This is an optimization exercise on Yosys and OpenROAD, whose aim is small area, a short achievable clock period and few clock cycles per item, not a production implementation. Function was checked by simulation only, so behaviour that the tests miss may differ from the original. Power and IR drop assume default switching activity.

==> flow/config.mk <==
export PLATFORM = sky130hd
export DESIGN_NAME = kmeans_top
export DESIGN_NICKNAME = kmeans_top
export VERILOG_FILES = /design/flow/design.v
export SDC_FILE = /design/flow/constraint.sdc
export NUM_CORES = 4
export LEC_CHECK = 0
export CAP_MARGIN = 20
export CORE_MARGIN = 2
export CORE_UTILIZATION = 40
export SLEW_MARGIN = 20
==> flow/constraint.sdc <==
create_clock -name core_clock -period 5.5 [get_ports {clk}]
set_input_delay 1.1000 -clock core_clock [delete_from_list [all_inputs] [get_ports {clk}]]
set_output_delay 1.1000 -clock core_clock [all_outputs]
set_load 0.01 [all_outputs]
==> flow/design.v <==
`timescale 1ns/1ps
module kmeans_top #(
    parameter int num_pixels = 100,
    parameter int iterations = 3
) (
    input  logic                clk,
    input  logic                reset,
    input  logic                start,
    output logic [16-1:0]   pixel_addr,
    input  logic signed [16-1:0] a_data,
    input  logic                cluster_id_rdata,
    input  logic                rgb_dark,
    output logic                cluster_id_we,
    output logic                cluster_id_wdata,
    output logic                lab_clear,
    output logic                done_kmeans,
    output logic                done_cluster
);
    localparam int SW = 16;    
    localparam int AW = 7;               
    localparam int QW = 16;              
    localparam int RW = 7;               
    localparam int TW = RW + QW;         
    localparam logic [1:0] M_IDLE = 2'd0;
    localparam logic [1:0] M_RD   = 2'd1;    
    localparam logic [1:0] M_DV   = 2'd2;    
    localparam logic [1:0] M_IL   = 2'd3;    
    localparam logic [AW-1:0] LAST   = AW'(num_pixels - 1);
    localparam logic [AW-1:0] DV_JMP = AW'(128 - QW - 2);
    logic [1:0]    mode;
    logic          pass2;
    logic [AW-1:0] addr;
    logic          ph;       
    logic          ilf;      
    logic          dv, dvf;  
    logic          lv, lvf;  
    logic          fin1, fin2;
    logic signed [SW-1:0] a_q;
    logic          id_q, dark_q;
    logic signed [TW-1:0] sum0, sum1;
    logic [AW-1:0] n0, n1;
    logic signed [7:0] nd;    
    logic          s0, s1;
    logic          k0, k1;
    logic signed [SW-1:0] h;
    logic          we_q, wd_q, lc_q, dk_q, dc_q;
    assign pixel_addr       = {{(16-AW){1'b0}}, addr};
    assign cluster_id_we    = we_q;
    assign cluster_id_wdata = wd_q;
    assign lab_clear        = lc_q;
    assign done_kmeans      = dk_q;
    assign done_cluster     = dc_q;
    logic label, sneg, sel;
    assign label = (a_q > h);
    assign sneg  = (a_q < (-10));
    assign sel   = ~nd[7] & (|nd);
    logic clr, divstep, dfirst;
    assign clr     = (mode == M_IDLE && start) || fin2;
    assign divstep = (mode == M_DV) && (&addr[AW-1:4]);
    assign dfirst  = divstep && (addr[3:0] == 4'd0);
    function automatic logic [TW:0] dstep(
        input logic [TW-1:0] s,
        input logic          first,
        input logic          sgn_q,
        input logic [AW-1:0] den
    );
        logic          sg;
        logic [RW-1:0] r;
        logic [RW:0]   r2;
        logic [RW+1:0] t;
        sg = first ? s[TW-1] : sgn_q;
        r  = s[TW-1:QW] ^ {RW{first & sg}};
        r2 = {r, s[QW-1] ^ sg};
        t  = {1'b0, r2} - {2'b00, den};
        if (!t[RW+1])
            dstep = {sg, t[RW-1:0], s[QW-2:0], 1'b1};
        else
            dstep = {sg, r2[RW-1:0], s[QW-2:0], 1'b0};
    endfunction
    logic [TW:0] ds0, ds1;
    assign ds0 = dstep(sum0, dfirst, s0, n0);
    assign ds1 = dstep(sum1, dfirst, s1, n1);
    logic signed [SW:0] x0, x1, m;
    assign x0 = (n0 == '0) ? 17'sd0
                           : {s0, sum0[QW-1:0] ^ {QW{s0}}};
    assign x1 = (n1 == '0) ? 17'sd5
                           : {s1, sum1[QW-1:0] ^ {QW{s1}}};
    assign m  = x0 + x1 + {{SW{1'b0}}, k0} + {{SW{1'b0}}, k1};
    always_ff @(posedge clk)
    begin
        a_q    <= a_data;
        id_q   <= cluster_id_rdata;
        dark_q <= rgb_dark;
    end
    always_ff @(posedge clk)
    begin
        if (clr)
        begin
            sum0 <= '0;
            sum1 <= '0;
            n0   <= '0;
            n1   <= '0;
            nd   <= '0;
        end
        else if (divstep)
        begin
            {s0, sum0} <= ds0;
            {s1, sum1} <= ds1;
        end
        else if (lv && !lvf)
        begin
            if (label)
            begin
                sum1 <= sum1 + {{(TW-SW){a_q[SW-1]}}, a_q};
                n1   <= n1 + 1'b1;
                if (sneg)
                    nd <= nd + 1'b1;
            end
            else
            begin
                sum0 <= sum0 + {{(TW-SW){a_q[SW-1]}}, a_q};
                n0   <= n0 + 1'b1;
                if (sneg)
                    nd <= nd - 1'b1;
            end
        end
        if (fin1)
        begin
            k0 <= s0 && (n0 != '0) && (sum0[TW-1:QW] + 1'b1 != n0);
            k1 <= s1 && (n1 != '0) && (sum1[TW-1:QW] + 1'b1 != n1);
        end
        if (mode == M_IDLE && start)
            h <= SW'((0 + 5) >>> 1);
        else if (fin2)
            h <= m[SW:1];
    end
    always_ff @(posedge clk)
    begin
        if (reset)
        begin
            mode  <= M_IDLE;
            pass2 <= 1'b0;
            addr  <= '0;
            ph    <= 1'b0;
            ilf   <= 1'b0;
            dv    <= 1'b0;
            dvf   <= 1'b0;
            lv    <= 1'b0;
            lvf   <= 1'b0;
            fin1  <= 1'b0;
            fin2  <= 1'b0;
            we_q  <= 1'b0;
            wd_q  <= 1'b0;
            lc_q  <= 1'b0;
            dk_q  <= 1'b0;
            dc_q  <= 1'b0;
        end
        else
        begin
            lv   <= dv;
            lvf  <= dvf;
            dv   <= 1'b0;
            dvf  <= 1'b0;
            fin1 <= 1'b0;
            fin2 <= fin1;
            we_q <= 1'b0;
            lc_q <= 1'b0;
            case (mode)
                M_IDLE:
                    if (start)
                    begin
                        dv    <= 1'b1;
                        addr  <= addr + 1'b1;
                        mode  <= M_RD;
                        pass2 <= 1'b0;
                        dk_q  <= 1'b0;
                        dc_q  <= 1'b0;
                    end
                M_RD:
                begin
                    dv <= 1'b1;
                    if (addr == LAST)
                    begin
                        addr <= DV_JMP;
                        mode <= M_DV;
                    end
                    else
                        addr <= addr + 1'b1;
                end
                M_DV:
                begin
                    addr <= addr + 1'b1;
                    if (&addr)
                    begin
                        fin1  <= 1'b1;
                        pass2 <= 1'b1;
                        ph    <= 1'b0;
                        ilf   <= 1'b0;
                        mode  <= pass2 ? M_IL : M_RD;
                    end
                end
                default:  
                begin
                    ph <= ~ph;
                    if (!ph)
                    begin
                        dv   <= (addr <= LAST);
                        dvf  <= ilf;
                        addr <= (addr == '0) ? LAST : addr - 1'b1;
                        if (lv)
                        begin
                            we_q <= 1'b1;
                            if (lvf)
                            begin
                                wd_q <= ~(id_q ^ sel);
                                lc_q <= (id_q ^ sel) | dark_q;
                                dk_q <= 1'b1;
                            end
                            else
                                wd_q <= label;
                        end
                    end
                    else
                    begin
                        if (addr == LAST)
                        begin
                            if (dk_q)
                            begin
                                addr <= '0;
                                dc_q <= 1'b1;
                                mode <= M_IDLE;
                            end
                            else
                                addr <= AW'(1);
                        end
                        else if (!ilf && addr == LAST - 1'b1)
                        begin
                            addr <= '0;
                            ilf  <= 1'b1;
                        end
                        else
                            addr <= addr + 2'd2;
                    end
                end
            endcase
        end
    end
endmodule
==> flow/run.sh <==
#!/bin/bash
# synth_recipe.tcl (not shown) runs the flow's synth.tcl, then flattens the netlist and writes it again
# the make line also repeats each setting of config.mk as NAME=value (left out here)
make -C /OpenROAD-flow-scripts/flow DESIGN_CONFIG=/design/flow/config.mk WORK_HOME=/design/flow/orfs CLKGATE_MAP_FILE= SYNTH_SCRIPT=/design/flow/synth_recipe.tcl finish
==> run summary <==
status timing/DRC/antenna clean; cell count after synthesis 1376; Mapped Avg Cell Area 7.98 µm²; H-tree levels 4; first-pass GRT wire length approximately 50 mm; relative slew slack 27.1%; num ports 42; postcts setup bufs 0; full die area between 20000 and 30000 µm²; core area 27000 µm²; post-synth cell types 83; final slew viol count 0; RSZ-0062 raised after global routing no; row cnt 60; combinational share of power 46.7%; Yosys Warn Count 1; endpoint type of the worst setup path flip-flop; Fin. Hold Viols 0; GRT Residual Overflow 0; P_leak 4.88 nW; CTS Root Cell clkbuf_16; Peak VDD IR 0.230 mV; Pre-antenna DRT Iters 5; clk buf depth 2; GP Congestion between 0.9 and 1; Synth async-reset ratio 0%; area grow syn2layout 10.8%; post-synth top area share 22.8%; residual DRC count 0; share of post-route cells with drive strength above 1 5.66%; hold_buf cts 0; most frequent cell after synthesis nor2_1; Crit Path Class reg -> reg; Die Ht roughly 170 µm; Clk Latency, worst-skew pair 440 ps; final setup fails 0; Finished Cell Area 12200 µm²; Mapped Area 11000 µm²; HPWL reported at the end of detailed placement 22.8 mm; port bufs 32; Reg power frac 28.0%; DRT antenna net count 0; CP Max Fanout 10; TritonCTS Sinks around 130; TritonCTS Buffers 17; Power Density 381 nW/µm²; Initial Util 40.7%; Yosys top cell by area dfxtp_1; total number of vias just under 10000; DRT iter0 DRCs 693; WHS Path Cells 1; pin count of the biggest net entering global routing slightly below 50; Max-Cap Viols 0; internal power 2.71 mW; ANT cells 0; clock skew ~11 ps; Sw Share 41.6%; min cycle time layout 4420 ps; final wirelength 30.4 mm; top post-synthesis cells by area dfxtp_1 (23%), ha_1 (14%), xnor2_1 (8.2%); Psw around 1.9 mW; Routed WL per cell about 17 µm; ys flop type dfxtp_1; Tightest Pin Transition 1090 ps; placed cell areas 11600 µm²; CP Launch Type flip-flop; crit share post-route 80.3%; highest clock rate 0.226 GHz; Fillers 2718; FF-to-FF path depth 16; Clock Pin Slew Worst Setup and Hold Paths 60 ps; CTS tree yes; HP Class reg -> reg; post-synthesis sequential area ratio between 20% and 30%; All-Layer GR Usage 21.6%; Clk pwr share 25.3%; top cells by count, synth nor2_1 (151), ha_1 (127), dfxtp_1 (125), a21oi_1 (109); initial antenna violation count 0; PostCTS Resize Cnt 0; critical path arrival approximately 4800 ps; number of flops mapped to enable cells by yosys 4; Req. time, crit path a little under 6000 ps; fin nets 1538; Die W 170 µm; Seq cells post-synth 129; setup tns final 0 ps; vias in the first global route 9498; vias per inst 5.67
## worst paths after layout
kind | start | to | slack, ps
hold / removal | dvf | lvf | 440
hold reg to reg | dvf | lvf | 440
setup / recovery | addr[1] | sum1[17] | 1080
setup reg to reg | addr[1] | sum1[17] | 1080
## routing by layer
layer  track usage, %  wire (µm)  up-vias  part of all wire [%]
met5                0          0        -                     0
met4             7.62        818        0                   2.7
met3             3.10       1190       52                   3.9
met2             35.1      13800      204                    45
met1             29.3      14600     4621                    48
li1                 -          -     4964                     -
## stage by stage
stage               hold slack, ps  setup WS (ps)  instances  power [mW]  utilization [%]
floorplan                      414           1880       1384        2.94                -
global placement               417           1230       1705        3.44             42.9
detailed placement             434           1160       1705        3.45             42.9
CTS                            446           1130       1737        4.64             45.1
global route                   461            811       1737        4.98             45.1
finish                         441           1080       1737        4.64             45.1
## sequential cells by signal, indices dropped and copies added (netlist names), 2 cells and up
signal	cells
n0	7
n1	7
sum1	23
addr	7
nd	8
h	16
a_q	16
sum0	23
mode	2
## critical path: stages (launching register included)
cell and delay (ps):
dfxtp_1 380, inv_1 180, ha_1 250, nor3b_2 520, nand3_2 300, a21boi_1 230
xor2_1 190, ha_1 210, fa_1 210, nor2b_1 80, o31a_1 280, o31a_1 260
nor2b_1 570, mux2_2 420, nand2_1 60, o21ai_1 60, a21oi_1 150
## power groups by stage
stage	clock (mW)	sequential, mW	combinational [mW]
6_report	1.17	1.30	2.17
5_1_grt	1.23	1.32	2.42
4_1_cts	1.19	1.30	2.16
3_5_place_dp	0	1.31	2.14
3_3_place_gp	0	1.31	2.12
2_1_floorplan	0	1.22	1.72
## cell type report
cell class	count	area [µm²]	share of cell area [%]
repair buffers	45	418	3.44
inverters	56	210	1.73
well taps	341	427	3.51
multi-input cells	1134	7890	64.9
clock inverters	15	169	1.39
flip-flops and latches	129	2620	21.6
clock buffers	17	425	3.50
## kinds of logic after synthesis
logic type	after synthesis	share of synthesized area, %
adder cells (fa/ha/maj)	134	15.7
multiplexers	30	2.78
XOR/XNOR	137	10.9
buffers and inverters	121	4.58
AO/OA/AOI/OAI	378	22.5
other	1	0.0342
AND/OR/NAND/NOR	446	19.5
flip-flops	129	23.9
## cells in the final DEF (no fill, tap or decap), drive strengths merged, types with 11 or more instances in the layout
cell,n
a211oi,28
a21o,27
a21oi,109
a311oi,11
a31oi,17
and3,20
buf,13
clkbuf,17
clkdlybuf4s50,32
dfxtp,125
ha,127
inv,55
mux2i,26
nand2,103
nand2b,21
nand3,31
nand4,17
nor2,153
nor2b,22
nor3,26
nor4,14
o211ai,19
o21a,15
o21ai,75
o31ai,11
xnor2,103
xor2,34
Testbench counts, summed over its fixed seeds: cycles 30,632, jobs 48.

## separate check: timing with driven ports
No port has a modelled driver above. Below, the same layout with a new extraction and two added sets of constraints. Step 1: set_driving_cell puts a clkbuf_16 on clk and a buf_2 on each other input, an assumption about the parent block. Step 2, shift: input delay + t, output delay - t, t = (earliest + latest rising clock arrival at the registers) / 2. This alone moves slack from input paths to output paths. Slacks: ideal ports / drivers / drivers and shift; pairs: ideal ports / drivers.
t (ns): 0.479
setup slack, ns: 1.082 / 1.082 / 1.082
latest minus earliest clock arrival (ns): 0.011 / 0.011
pins driven straight from the clock port: 1
After both steps this run still meets setup and hold. The setup slack of this run moves by 0.000 ns with the drivers and by 0.000 ns with both steps.
